This is an optimization exercise on Yosys and OpenROAD, whose aim is small area, a short achievable clock period and few clock cycles per item, not a production implementation. The RTL was checked by simulation tests, not by an equivalence proof against the original design. Power and IR drop assume default switching activity.

## design/flow/config.mk

```make
export PLATFORM = sky130hd
export DESIGN_NAME = rotor_stack
export DESIGN_NICKNAME = rotor_stack
export VERILOG_FILES = /design/flow/design.v
export SDC_FILE = /design/flow/constraint.sdc
export NUM_CORES = 4
export LEC_CHECK = 0
export CAP_MARGIN = 20
export CORE_MARGIN = 2
export CORE_UTILIZATION = 25
export PLACE_DENSITY = 0.35
export SLEW_MARGIN = 20
```

## design/flow/constraint.sdc

```tcl
create_clock -name core_clock -period 10.0 [get_ports {clk}]
set_input_delay 2.0000 -clock core_clock [delete_from_list [all_inputs] [get_ports {clk}]]
set_output_delay 2.0000 -clock core_clock [all_outputs]
set_load 0.01 [all_outputs]
```

## design/flow/design.v

```verilog
package rotor_stack_pkg;
  typedef enum logic [2:0] {
    ST_IDLE,
    ST_STEP,
    ST_FWD,
    ST_REFL,
    ST_BWD,
    ST_DONE
  } state_e;
  typedef enum logic [1:0] {
    CFG_WIRE  = 2'd0,
    CFG_NOTCH = 2'd1,
    CFG_RING  = 2'd2
  } cfg_kind_e;
  localparam int RIDX_W = 3;
endpackage
module rotor_sub #(
  parameter int ALPHA = 26,
  parameter int W     = $clog2(ALPHA)
) (
  input  logic [W-1:0]            c_i,
  input  logic [W-1:0]            pos_i,
  input  logic [W-1:0]            ring_i,
  input  logic [ALPHA-1:0][W-1:0] map_i,
  output logic [W-1:0]            c_o
);
  localparam logic [W:0] AX = (W+1)'(ALPHA);
  logic [W:0] s, a, m;
  always_comb begin
    s = (pos_i >= ring_i) ? ({1'b0, pos_i} - {1'b0, ring_i})
                          : ({1'b0, pos_i} + AX - {1'b0, ring_i});
    a = {1'b0, c_i} + s;
    if (a >= AX) a = a - AX;
    m = {1'b0, map_i[a[W-1:0]]};
    c_o = (m >= s) ? W'(m - s) : W'(m + AX - s);
  end
endmodule
module rotor_stack #(
  parameter  int NUM_ROTORS = 3,
  parameter  int ALPHA      = 26,
  localparam int W          = $clog2(ALPHA)
) (
  input  logic                    clk,
  input  logic                    reset,
  input  logic                    cfg_we,
  input  logic [3:0]              cfg_sel,
  input  logic [1:0]              cfg_kind,
  input  logic [W-1:0]            cfg_idx,
  input  logic [W-1:0]            cfg_val,
  output logic                    cfg_ready,
  input  logic                    set_in,
  input  logic [NUM_ROTORS*W-1:0] init_pos_in,
  input  logic                    in_valid,
  output logic                    in_ready,
  input  logic [W-1:0]            char_in,
  output logic                    out_valid,
  output logic [W-1:0]            char_out,
  output logic [NUM_ROTORS*W-1:0] pos_out
);
  localparam logic [W:0] AX = (W+1)'(ALPHA);
  rotor_stack_pkg::state_e                                  state_q;
  logic [rotor_stack_pkg::RIDX_W-1:0]                       ridx_q;
  logic [W-1:0]                            char_q;
  logic                                    out_valid_q;
  logic [W-1:0]                            char_out_q;
  logic [NUM_ROTORS-1:0][W-1:0]            pos_q, ring_q, notch_q;
  logic [NUM_ROTORS-1:0][ALPHA-1:0][W-1:0] fwd_q, bwd_q;
  logic [ALPHA-1:0][W-1:0]                 refl_q;
  logic [NUM_ROTORS-1:0][W-1:0]            pos_step_d;
  logic [W-1:0]                            sub_pos, sub_ring, sub_out;
  logic [ALPHA-1:0][W-1:0]                 sub_map;
  logic                                    idx_ok, val_ok;
  function automatic logic [W-1:0] fold(input logic [W-1:0] v);
    fold = ({1'b0, v} >= AX) ? W'({1'b0, v} - AX) : v;
  endfunction
  assign in_ready  = (state_q == rotor_stack_pkg::ST_IDLE) && !set_in;
  assign cfg_ready = (state_q == rotor_stack_pkg::ST_IDLE) && !set_in;
  assign out_valid = out_valid_q;
  assign char_out  = char_out_q;
  assign pos_out   = pos_q;
  assign idx_ok    = {1'b0, cfg_idx} < AX;
  assign val_ok    = {1'b0, cfg_val} < AX;
  for (genvar k = 0; k < NUM_ROTORS; k++) begin : g_step
    logic adv;
    if (k == 0) begin : g_fast
      assign adv = 1'b1;
    end else if (k <= NUM_ROTORS - 2) begin : g_mid
      assign adv = (pos_q[k-1] == notch_q[k-1]) || (pos_q[k] == notch_q[k]);
    end else begin : g_last
      assign adv = (pos_q[k-1] == notch_q[k-1]);
    end
    assign pos_step_d[k] = !adv ? pos_q[k] :
                           (pos_q[k] == W'(ALPHA - 1)) ? '0 : pos_q[k] + 1'b1;
  end
  always_comb begin
    sub_pos  = '0;
    sub_ring = '0;
    sub_map  = '0;
    for (int k = 0; k < NUM_ROTORS; k++) begin
      if (ridx_q == rotor_stack_pkg::RIDX_W'(k)) begin
        sub_pos  = pos_q[k];
        sub_ring = ring_q[k];
        sub_map  = (state_q == rotor_stack_pkg::ST_BWD) ? bwd_q[k] : fwd_q[k];
      end
    end
  end
  rotor_sub #(.ALPHA(ALPHA), .W(W)) u_sub (
    .c_i   (char_q),
    .pos_i (sub_pos),
    .ring_i(sub_ring),
    .map_i (sub_map),
    .c_o   (sub_out)
  );
  always_ff @(posedge clk) begin
    if (reset) begin
      state_q     <= rotor_stack_pkg::ST_IDLE;
      ridx_q      <= '0;
      char_q      <= '0;
      out_valid_q <= 1'b0;
      char_out_q  <= '0;
      for (int k = 0; k < NUM_ROTORS; k++) begin
        pos_q[k]   <= '0;
        ring_q[k]  <= '0;
        notch_q[k] <= W'(ALPHA - 1);
        for (int i = 0; i < ALPHA; i++) begin
          fwd_q[k][i] <= W'(i);
          bwd_q[k][i] <= W'(i);
        end
      end
      for (int i = 0; i < ALPHA; i++) refl_q[i] <= W'(i ^ 1);
    end else begin
      out_valid_q <= 1'b0;
      case (state_q)
        rotor_stack_pkg::ST_IDLE: begin
          if (set_in) begin
            for (int k = 0; k < NUM_ROTORS; k++)
              pos_q[k] <= fold(init_pos_in[k*W +: W]);
          end else begin
            if (in_valid) begin
              char_q  <= fold(char_in);
              state_q <= rotor_stack_pkg::ST_STEP;
            end
            if (cfg_we) begin
              for (int k = 0; k < NUM_ROTORS; k++) begin
                if (cfg_sel == 4'(k)) begin
                  case (cfg_kind)
                    rotor_stack_pkg::CFG_WIRE: if (idx_ok && val_ok) begin
                      fwd_q[k][cfg_idx] <= cfg_val;
                      bwd_q[k][cfg_val] <= cfg_idx;
                    end
                    rotor_stack_pkg::CFG_NOTCH: if (val_ok) notch_q[k] <= cfg_val;
                    rotor_stack_pkg::CFG_RING:  if (val_ok) ring_q[k]  <= cfg_val;
                    default: ;
                  endcase
                end
              end
              if (cfg_sel == 4'(NUM_ROTORS) && cfg_kind == rotor_stack_pkg::CFG_WIRE &&
                  idx_ok && val_ok) begin
                refl_q[cfg_idx] <= cfg_val;
                refl_q[cfg_val] <= cfg_idx;
              end
            end
          end
        end
        rotor_stack_pkg::ST_STEP: begin
          pos_q   <= pos_step_d;
          ridx_q  <= '0;
          state_q <= rotor_stack_pkg::ST_FWD;
        end
        rotor_stack_pkg::ST_FWD: begin
          char_q <= sub_out;
          if (ridx_q == rotor_stack_pkg::RIDX_W'(NUM_ROTORS - 1)) state_q <= rotor_stack_pkg::ST_REFL;
          else                                   ridx_q  <= ridx_q + 1'b1;
        end
        rotor_stack_pkg::ST_REFL: begin
          char_q  <= refl_q[char_q];
          ridx_q  <= rotor_stack_pkg::RIDX_W'(NUM_ROTORS - 1);
          state_q <= rotor_stack_pkg::ST_BWD;
        end
        rotor_stack_pkg::ST_BWD: begin
          char_q <= sub_out;
          if (ridx_q == '0) begin
            char_out_q  <= sub_out;
            out_valid_q <= 1'b1;
            state_q     <= rotor_stack_pkg::ST_DONE;
          end else begin
            ridx_q <= ridx_q - 1'b1;
          end
        end
        rotor_stack_pkg::ST_DONE: state_q <= rotor_stack_pkg::ST_IDLE;
        default: state_q <= rotor_stack_pkg::ST_IDLE;
      endcase
    end
  end
endmodule
```

## design/flow/run.sh

```bash
#!/bin/bash
# synth_recipe.tcl (not shown) runs the flow's synth.tcl, then flattens the netlist and writes it again
# the make line also repeats each setting of config.mk as NAME=value (left out here)
make -C /OpenROAD-flow-scripts/flow DESIGN_CONFIG=/design/flow/config.mk WORK_HOME=/design/flow/orfs CLKGATE_MAP_FILE= SYNTH_SCRIPT=/design/flow/synth_recipe.tcl finish
```

==> flow_summary.yaml <==
floorplan:
  start_util: 0.251
  die-area_sq_um: 275000
  core_sq_um: 270000
  ios: 64
  die_h_um: 524
  die_width_um: 524
  rows: 191
routing:
  first_pass_iters: 9
  drc_errors: 0
  drt_iter0_markers: 16600
  via_count: 90900
  ant_nets: 0
  vias_per_cell: 7.03
  routedWlPerCell_um: 53.7
  finalWirelength_um: 695000
worst_setup_path:
  cp.arrival_ps: 9990
  cp_slowest_stage_delay_ps: 550
  path_class: "flop to flop"
  worst-path-max-fanout: 9
  cp.required_ps: 10770
  cp_common_cell: "o21ai_0"
  cp-end-kind: "flop"
  reg2reg_slack_ps: 770
  crit_slowest_cell: "a32oi_1"
  crit_path_start_kind: "flop"
finish:
  area_delta_synth_final_pct: 18.1
  fin_nets: 9271
  drive_gt1_frac: 0.120
  finish.instance_area_sq_um: 80000
  postLayoutCoreUtil: 0.296
  num-fill-cells: 29700
clocking:
  cts_root_buf: "clkbuf_16"
  cts_resized: 0
  cts_setup_buffers: 0
  holdBufCountCts: 0
  clkTransAtPathRegs_ps: 60
  cts.sinks: 967
  cts_max_level: 4
  numCtsBuffers: 146
  cts_tree: "done"
  clk_latency_ps: 940
  clockBufferDepth: 4
sta:
  fmaxAchievable_mhz: 108
  finClkSkew_ps: 36.6
  grt_setup_unrepaired: "no"
  tightest_slew_ps: 1420
  slew_violations: 0
  setup-tns-final_ps: 0
  period_needed_ps: 9230
  finalCritPeriodShare: 0.923
  relSlewSlack: 0.0518
  finalSetupViolations: 0
  hold_viol: 0
synthesis:
  synth-adder-area-share: 0.0180
  async_reset_ff_frac: 0
  synth-simple-area-share: 0.174
  synthFlopType: "dfxtp_1"
  syn-cell-area_sq_um: 67700
  yosysWarnings: 2
  yosysSeqAreaShare: 0.286
  synth_xor_area_frac: 0.0135
  synth_top_family_by_area: "compound AO/OA/AOI/OAI gates"
  syn_area_per_cell_sq_um: 7.41
  synth_compound_area_frac: 0.370
  synth-seq-cells: 967
  synth-edff-count: 0
  synthDistinctLibCells: 109
  synth_mux_area_frac: 0.0918
  syn_inst: 9129
place:
  place.gp.congestion: 1.12
  dpl_cell_area_sq_um: 74800
  portBuffers: 63
  hpwl_um: 530000
pwr:
  ir_worst_vdd_mv: 0.440
  power_leakage_nw: 25.6
  p_per_area_nw_per_um2: 263
global_routing:
  grt_max_degree: 153
  grt_overflow: 0
  grt_pass1_wl_um: 876000
  grt_pass1_vias: 79800
  antenna_found_initial: 140
  grt_usage: 0.486
outcome:
  status: "timing/DRC/antenna clean"
worst_hold_path:
  hp-class: "flop to flop"
job:
  drv_cap: 0
==> worst paths after layout <==
| path | start | endpoint | cells after the start |
|---|---|---|---|
| max | ridx_q[1]$_SDFFE_PP0P_ | char_q[3]$_SDFFE_PP0P_ | 35 |
| min | refl_q[100]$_SDFFE_PP1P_ | refl_q[100]$_SDFFE_PP1P_ | 2 |
| max reg2reg | ridx_q[1]$_SDFFE_PP0P_ | char_q[3]$_SDFFE_PP0P_ | 35 |
| min reg2reg | refl_q[100]$_SDFFE_PP1P_ | refl_q[100]$_SDFFE_PP1P_ | 2 |
==> layout by cell type (no fill, tap or decap), types with 40 or more instances in the layout <==
cell type,synthesis,routed
o221ai_1,109,109
ha_1,83,79
diode_2,0,115
nand2b_1,44,40
nand4_1,58,58
mux2i_1,376,373
nor2_1,906,858
o211ai_1,148,148
and2_1,45,44
clkdlybuf4s50_1,0,52
a211oi_1,115,112
mux4_2,101,101
clkbuf_1,602,43
buf_4,5,526
dfxtp_1,967,966
a32oi_1,66,66
xnor2_1,51,40
clkbuf_16,0,149
a221o_1,83,83
nand3_1,244,244
nor3_1,166,150
inv_1,75,75
a21oi_1,971,965
a22o_1,53,53
a22oi_1,392,392
nor2_2,6,43
o21ai_0,1190,1180
nand2_1,983,976
a221oi_1,111,111
a31oi_1,94,92
o22ai_1,325,321
==> routing by layer <==
layer / part of all wire / vias to the layer above / GRT usage
li1: - / 34900 / -
met1: 0.38 / 45900 / 0.584
met2: 0.39 / 7948 / 0.671
met3: 0.13 / 2081 / 0.192
met4: 0.10 / 44 / 0.410
met5: 0.00064 / - / 0.0100
==> through the flow <==
step	setup WS, ps	cells	hold slack (ps)	total power (W)
floorplan	1340	9131	431	0.00975
global placement	442	12600	457	0.0151
detailed placement	523	12600	461	0.0150
CTS	456	12800	473	0.0205
global route	47.0	12800	490	0.0214
finish	773	12900	470	0.0210
==> synthesized netlist by cell type, types with 22 or more instances <==
master	number	area [sq um]
dfxtp_1	967	19400
o31ai_1	30	225
nand2_1	983	3690
or3_1	28	175
and3_1	34	213
a22o_1	53	464
clkbuf_1	602	2260
a221oi_1	111	972
mux2i_1	376	3760
o211ai_1	148	1110
nor4_1	26	163
mux4_2	101	2270
inv_1	75	282
buf_1	61	229
a31oi_1	94	588
nand3_1	244	1220
nand4_1	58	363
ha_1	83	1040
nor2b_1	28	175
nor2_1	906	3400
o21a_1	22	165
o21ai_0	1190	5960
a211oi_1	115	863
a21o_1	36	270
nand2b_1	44	275
xor2_1	29	254
xnor2_1	51	447
a22oi_1	392	2940
buf_2	73	365
a21oi_1	971	4860
o22a_1	33	289
a32oi_1	66	578
o22ai_1	325	2030
o221ai_1	109	955
nor3_1	166	831
a221o_1	83	831
and2_1	45	282
==> worst max-delay path: cells and delay by family, from the launching register on <==
family	cells	cell delay, ps
AO/OA/AOI/OAI	15	3180
AND/OR/NAND/NOR	5	1220
XOR/XNOR	3	870
adder cells (fa/ha/maj)	6	2000
flip-flops	1	340
buffers and inverters	4	660
multiplexers	2	780
==> report_power, final <==
part           total, W  switching, W  internal [W]
Sequential      0.00417      0.000229       0.00394
Clock           0.00561       0.00242       0.00319
Combinational    0.0112       0.00809       0.00315
Total            0.0210        0.0107        0.0103
==> state kept, by name, indices dropped and copies added (netlist names) <==
register and flops:
refl_q 130, out_valid_q 1, notch_q 10, char_q 5, ridx_q 3, fwd_q 390, char_out_q 5, bwd_q 390
pos_q 15, ring_q 15, state_q 3
==> area by class of cell <==
type | instances | area (sq um) | share of cell area
Tap cell | 3570 | 4470 | 0.0559
Clock buffer | 216 | 4220 | 0.0528
Multi-Input combinational cell | 7341 | 45900 | 0.575
Sequential cell | 967 | 19400 | 0.242
Inverter | 81 | 312 | 0.00390
Timing Repair Buffer | 601 | 4800 | 0.0601
Antenna cell | 115 | 288 | 0.00360
Clock inverter | 38 | 558 | 0.00698
==> cell families (layout without fill, tap and decap cells) <==
family	count (synthesis)	after routing
flops	967	967
simple gates	2670	2670
mux	492	492
compound gates	3993	3993
buf+inv	823	936
xor+xnor	90	90
fa+ha+maj	92	92
other cells	2	119
Testbench counts, summed over its fixed seeds: cycles 38,664, items 3,600.

==> re-timing with driven ports <==
The results above use ideal ports. As a check the final layout listed here was re-extracted and re-timed, cells and wires unchanged.
Step 1: set_driving_cell puts a clkbuf_16 on clk and a buf_2 on each other input, an assumption about the parent block.
Step 2 also shifts input and output timing later by t, the mid clock arrival at the registers, as if the neighbouring blocks saw the same clock.
a / b / c = ideal ports / drivers / drivers and shift; a / b = the first two.
shift t [ns]: 1.042
setup slack, ns: 0.773 / 0.773 / 0.773
clock arrival spread, ns: 0.043 / 0.043
worst register clock-pin slew, ns: 0.07 / 0.07
After both steps this run still meets setup and hold. For this run, drivers alone change the setup slack by 0.000 ns; drivers and shift together by 0.000 ns.
